Background: an optimization exercise with open tools, aiming at a short achievable clock period and few clock cycles. Do not read the settings as production practice.
In this exercise RTL edits were held to simulation tests only and were not proved equivalent to the original.
No activity file was given, so power comes from the tool's default toggle rates.

== main ==
// sodor_core
module sodor_core (
    input  logic               clk,
    input  logic               reset,
    input  logic [31:0]        imem_data_i,
    output logic [31:0]        pc_o,
    output logic               retire_valid_o,
    output logic [31:0]        retire_pc_o,
    output logic               retire_is_branch_o,
    output logic               retire_taken_o,
    output logic               retire_writes_rd_o,
    output logic [4:0]         retire_rd_o,
    output logic [31:0]        retire_data_o
);
For scale: ~7500 cells after synthesis, roughly 1900 flip-flops, about 140 I/O pins, ~0.095 mm2 of cells after synthesis.
export LEC_CHECK = 0
export ABC_CLOCK_PERIOD_IN_PS = 2500
export CAP_MARGIN = 20
export CORE_MARGIN = 2
export CORE_UTILIZATION = 50
export GPL_TIMING_DRIVEN = 1
export SETUP_SLACK_MARGIN = 3.5
export SLEW_MARGIN = 20
export SYNTH_HIERARCHICAL = 1
create_clock -name core_clock -period 6.0 [get_ports {clk}]
run.sh (not shown) runs the stock make flow with config.mk's settings and CLKGATE_MAP_FILE= SYNTH_SCRIPT=/design/flow/synth_recipe.tcl, a recipe that flattens the netlist after the stock synthesis.
Testbench counts of main, summed over its fixed seeds: cycles 33,114.
Here is what was changed in the inputs of the feature branch compared with main.
--- a/flow/design.v
+++ b/flow/design.v
@@ -290,76 +290,48 @@
         x_inv_q       <= funct3[0];
         x_flip_q      <= funct3[0] ^ pred_taken;
         x_pred_never_q <= pred_taken && !(is_branch && (funct3[2:1] != 2'b01));
         x_sub_q       <= is_alu_r && inst[30];
         x_sra_q       <= inst[30];
         x_sel_q       <= sel;
         x_op_a_q      <= op_a;
         x_op_b_q      <= op_b;
     end
     pc_port u_pc_port0 (
         .clk          (clk),
         .refetch_i    (refetch_i),
-        .pc_redir_i   (pc_redir_q[3:0]),
-        .pc_pred_i    (pc_pred_q[3:0]),
-        .pc_o         (pc_o[3:0])
+        .pc_redir_i   (pc_redir_q[7:0]),
+        .pc_pred_i    (pc_pred_q[7:0]),
+        .pc_o         (pc_o[7:0])
     );
     pc_port u_pc_port1 (
         .clk          (clk),
         .refetch_i    (refetch_i),
-        .pc_redir_i   (pc_redir_q[7:4]),
-        .pc_pred_i    (pc_pred_q[7:4]),
-        .pc_o         (pc_o[7:4])
+        .pc_redir_i   (pc_redir_q[15:8]),
+        .pc_pred_i    (pc_pred_q[15:8]),
+        .pc_o         (pc_o[15:8])
     );
     pc_port u_pc_port2 (
         .clk          (clk),
         .refetch_i    (refetch_i),
-        .pc_redir_i   (pc_redir_q[11:8]),
-        .pc_pred_i    (pc_pred_q[11:8]),
-        .pc_o         (pc_o[11:8])
+        .pc_redir_i   (pc_redir_q[23:16]),
+        .pc_pred_i    (pc_pred_q[23:16]),
+        .pc_o         (pc_o[23:16])
     );
     pc_port u_pc_port3 (
         .clk          (clk),
         .refetch_i    (refetch_i),
-        .pc_redir_i   (pc_redir_q[15:12]),
-        .pc_pred_i    (pc_pred_q[15:12]),
-        .pc_o         (pc_o[15:12])
-    );
-    pc_port u_pc_port4 (
-        .clk          (clk),
-        .refetch_i    (refetch_i),
-        .pc_redir_i   (pc_redir_q[19:16]),
-        .pc_pred_i    (pc_pred_q[19:16]),
-        .pc_o         (pc_o[19:16])
-    );
-    pc_port u_pc_port5 (
-        .clk          (clk),
-        .refetch_i    (refetch_i),
-        .pc_redir_i   (pc_redir_q[23:20]),
-        .pc_pred_i    (pc_pred_q[23:20]),
-        .pc_o         (pc_o[23:20])
-    );
-    pc_port u_pc_port6 (
-        .clk          (clk),
-        .refetch_i    (refetch_i),
-        .pc_redir_i   (pc_redir_q[27:24]),
-        .pc_pred_i    (pc_pred_q[27:24]),
-        .pc_o         (pc_o[27:24])
-    );
-    pc_port u_pc_port7 (
-        .clk          (clk),
-        .refetch_i    (refetch_i),
-        .pc_redir_i   (pc_redir_q[31:28]),
-        .pc_pred_i    (pc_pred_q[31:28]),
-        .pc_o         (pc_o[31:28])
+        .pc_redir_i   (pc_redir_q[31:24]),
+        .pc_pred_i    (pc_pred_q[31:24]),
+        .pc_o         (pc_o[31:24])
     );
     operand_copy u_cmp_copy (
         .clk (clk),
         .a_i (op_a),
         .b_i (op_b),
         .a_o (x_cmp_a_o),
         .b_o (x_cmp_b_o)
     );
     operand_copy u_add_copy (
         .clk (clk),
         .a_i (op_a),
         .b_i (op_b),
@@ -557,27 +529,27 @@
 );
     logic [4:0] q;
     always_ff @(posedge clk) begin
         q <= d_i;
     end
     assign q_o = q;
 endmodule
 `default_nettype wire
 `default_nettype none
 module pc_port (
     input  logic             clk,
     input  logic             refetch_i,
-    input  logic [3:0]       pc_redir_i,
-    input  logic [3:0]       pc_pred_i,
-    output logic [3:0]       pc_o
+    input  logic [7:0]       pc_redir_i,
+    input  logic [7:0]       pc_pred_i,
+    output logic [7:0]       pc_o
 );
     logic sel_q;
     always_ff @(posedge clk) begin
         sel_q <= refetch_i;
     end
     assign pc_o = sel_q ? pc_redir_i : pc_pred_i;
 endmodule
 `default_nettype wire
 `default_nettype none
 module operand_copy (
     input  logic             clk,
     input  sodor_pkg::word_t a_i,
Clock tree skew after final layout was higher in main than in the feature branch.
The feature branch against main: floorplan die area stayed essentially flat; worst hold slack held; number of setup buffers added after CTS lower; post-route met1 wirelength lost about 0.9%; setup slack picked up an extra 0.031 ns.
Against main, the final cell area of the feature branch is higher.
The feature branch vs main: sequential share of layout area down in the feature branch
Changes observed in the feature branch relative to main: final period utilization decreased 0.51 points; simple logic cell fraction of the synthesized area essentially unchanged; number of global-route vias before repair increased 228; combinational power essentially unchanged.
Testbench counts of the feature branch, summed over its fixed seeds: cycles 33,114.


Another version of the RTL of sodor_core (not shown whole).
For scale: about 7700 cells after synthesis, roughly 1900 flip-flops, ~0.096 sq mm of cells after synthesis.
==> module fetch_target_adder, before the edit <==
module fetch_target_adder (
    input  sodor_pkg::word_t pc_i,
    input  logic [12:0]      off_i,
    output sodor_pkg::word_t target_o
);
    logic [12:0] p0;
    logic [12:0] g;
    logic [12:0] p;
    logic [13:0] lo;
    logic [18:0] hi;
    logic [18:0] hi_inc;
    logic [18:0] hi_dec;
    always_comb begin
        p0 = pc_i[12:0] ^ off_i;
        g  = pc_i[12:0] & off_i;
        p  = p0;
        for (int d = 1; d < 13; d = d * 2) begin
            for (int i = 12; i >= d; i--) begin
                g[i] = g[i] | (p[i] & g[i-d]);
                p[i] = p[i] & p[i-d];
            end
        end
        lo[0] = p0[0];
        for (int i = 1; i < 13; i++) begin
            lo[i] = p0[i] ^ g[i-1];
        end
        lo[13] = g[12];
    end
    pc_hi_incdec u_incdec (
        .hi_i  (pc_i[31:13]),
        .inc_o (hi_inc),
        .dec_o (hi_dec)
    );
    always_comb begin
        case ({off_i[12], lo[13]})
            2'b01:   hi = hi_inc;
            2'b10:   hi = hi_dec;
            default: hi = pc_i[31:13];
        endcase
    end
    assign target_o = {hi, lo[12:0]};
endmodule
==> module pc_hi_incdec, before the edit <==
module pc_hi_incdec (
    input  logic [18:0] hi_i,
    output logic [18:0] inc_o,
    output logic [18:0] dec_o
);
    assign inc_o = hi_i + 19'd1;
    assign dec_o = hi_i - 19'd1;
endmodule
Settings: LEC_CHECK=0, ABC_CLOCK_PERIOD_IN_PS=2500, CAP_MARGIN=20, CORE_MARGIN=2, CORE_UTILIZATION=50, GPL_TIMING_DRIVEN=1, SETUP_SLACK_MARGIN=3.5, SLEW_MARGIN=20, SYNTH_HIERARCHICAL=1; clock period 6.0 ns.
Testbench counts at the start, summed over its fixed seeds: cycles 33,114.
Rerun with:
--- a/flow/design.v
+++ b/flow/design.v
@@ -471,5 +471,4 @@
     logic [13:0] lo;
     logic [18:0] hi;
-    logic [18:0] hi_inc;
     logic [18:0] hi_dec;
     always_comb begin
@@ -489,16 +488,9 @@
         lo[13] = g[12];
     end
-    pc_hi_incdec u_incdec (
+    pc_hi_dec u_dec (
         .hi_i  (pc_i[31:13]),
-        .inc_o (hi_inc),
         .dec_o (hi_dec)
     );
-    always_comb begin
-        case ({off_i[12], lo[13]})
-            2'b01:   hi = hi_inc;
-            2'b10:   hi = hi_dec;
-            default: hi = pc_i[31:13];
-        endcase
-    end
+    assign hi = lo[13] ? pc_i[31:13] : hi_dec;
     assign target_o = {hi, lo[12:0]};
 endmodule
@@ -527,10 +519,8 @@
 `default_nettype wire
 `default_nettype none
-module pc_hi_incdec (
+module pc_hi_dec (
     input  logic [18:0] hi_i,
-    output logic [18:0] inc_o,
     output logic [18:0] dec_o
 );
-    assign inc_o = hi_i + 19'd1;
     assign dec_o = hi_i - 19'd1;
 endmodule
Outcome:
- clock-buffer cell count is higher by 11
- via count is lower by a few percent
- setup slack hardly moves
- die area is lower slightly
- power is lower by a few percent
- area after synthesis is lower slightly
- sequential share of layout area is higher by 0.74 points
- worst hold slack is worse by 3.6 ps
Testbench counts after the change, summed over its fixed seeds: cycles 33,114.

afterwards: timing with drivers on the ports:
The results above use ideal ports. As a check the final layouts listed here were re-extracted and re-timed, cells and wires unchanged.
Step 1 sets driving cells, clkbuf_16 on the clock port and buf_2 on the other inputs (assumed; they add their load-dependent delay and slew).
Step 2, shift: input delay + t, output delay - t, t = (earliest + latest rising clock arrival at the registers) / 2. This alone moves slack from input paths to output paths.
Three values: no drivers, after step 1, after step 2; two values: the first two.
| run | shift t [ns] | slack for setup (ns) | latest minus earliest clock arrival (ns) | slew at the worst register clock pin (ns) |
|---|---|---|---|---|
| main | 0.958 | 2.832 / 2.623 / 1.666 | 0.060 / 0.061 | 0.07 / 0.07 |
| the feature branch | 0.933 | 2.863 / 2.595 / 1.662 | 0.050 / 0.050 | 0.08 / 0.08 |
| the first run of note 2 | 0.948 | 2.829 / 2.621 / 1.673 | 0.040 / 0.040 | 0.08 / 0.08 |
| the second run of note 2 | 0.936 | 2.826 / 2.529 / 1.593 | 0.046 / 0.046 | 0.07 / 0.07 |
After both steps every run listed still meets setup and hold. The setup slack of the second run of note 2, which loses most, moves by -0.297 ns with the drivers and by -1.233 ns with both steps.
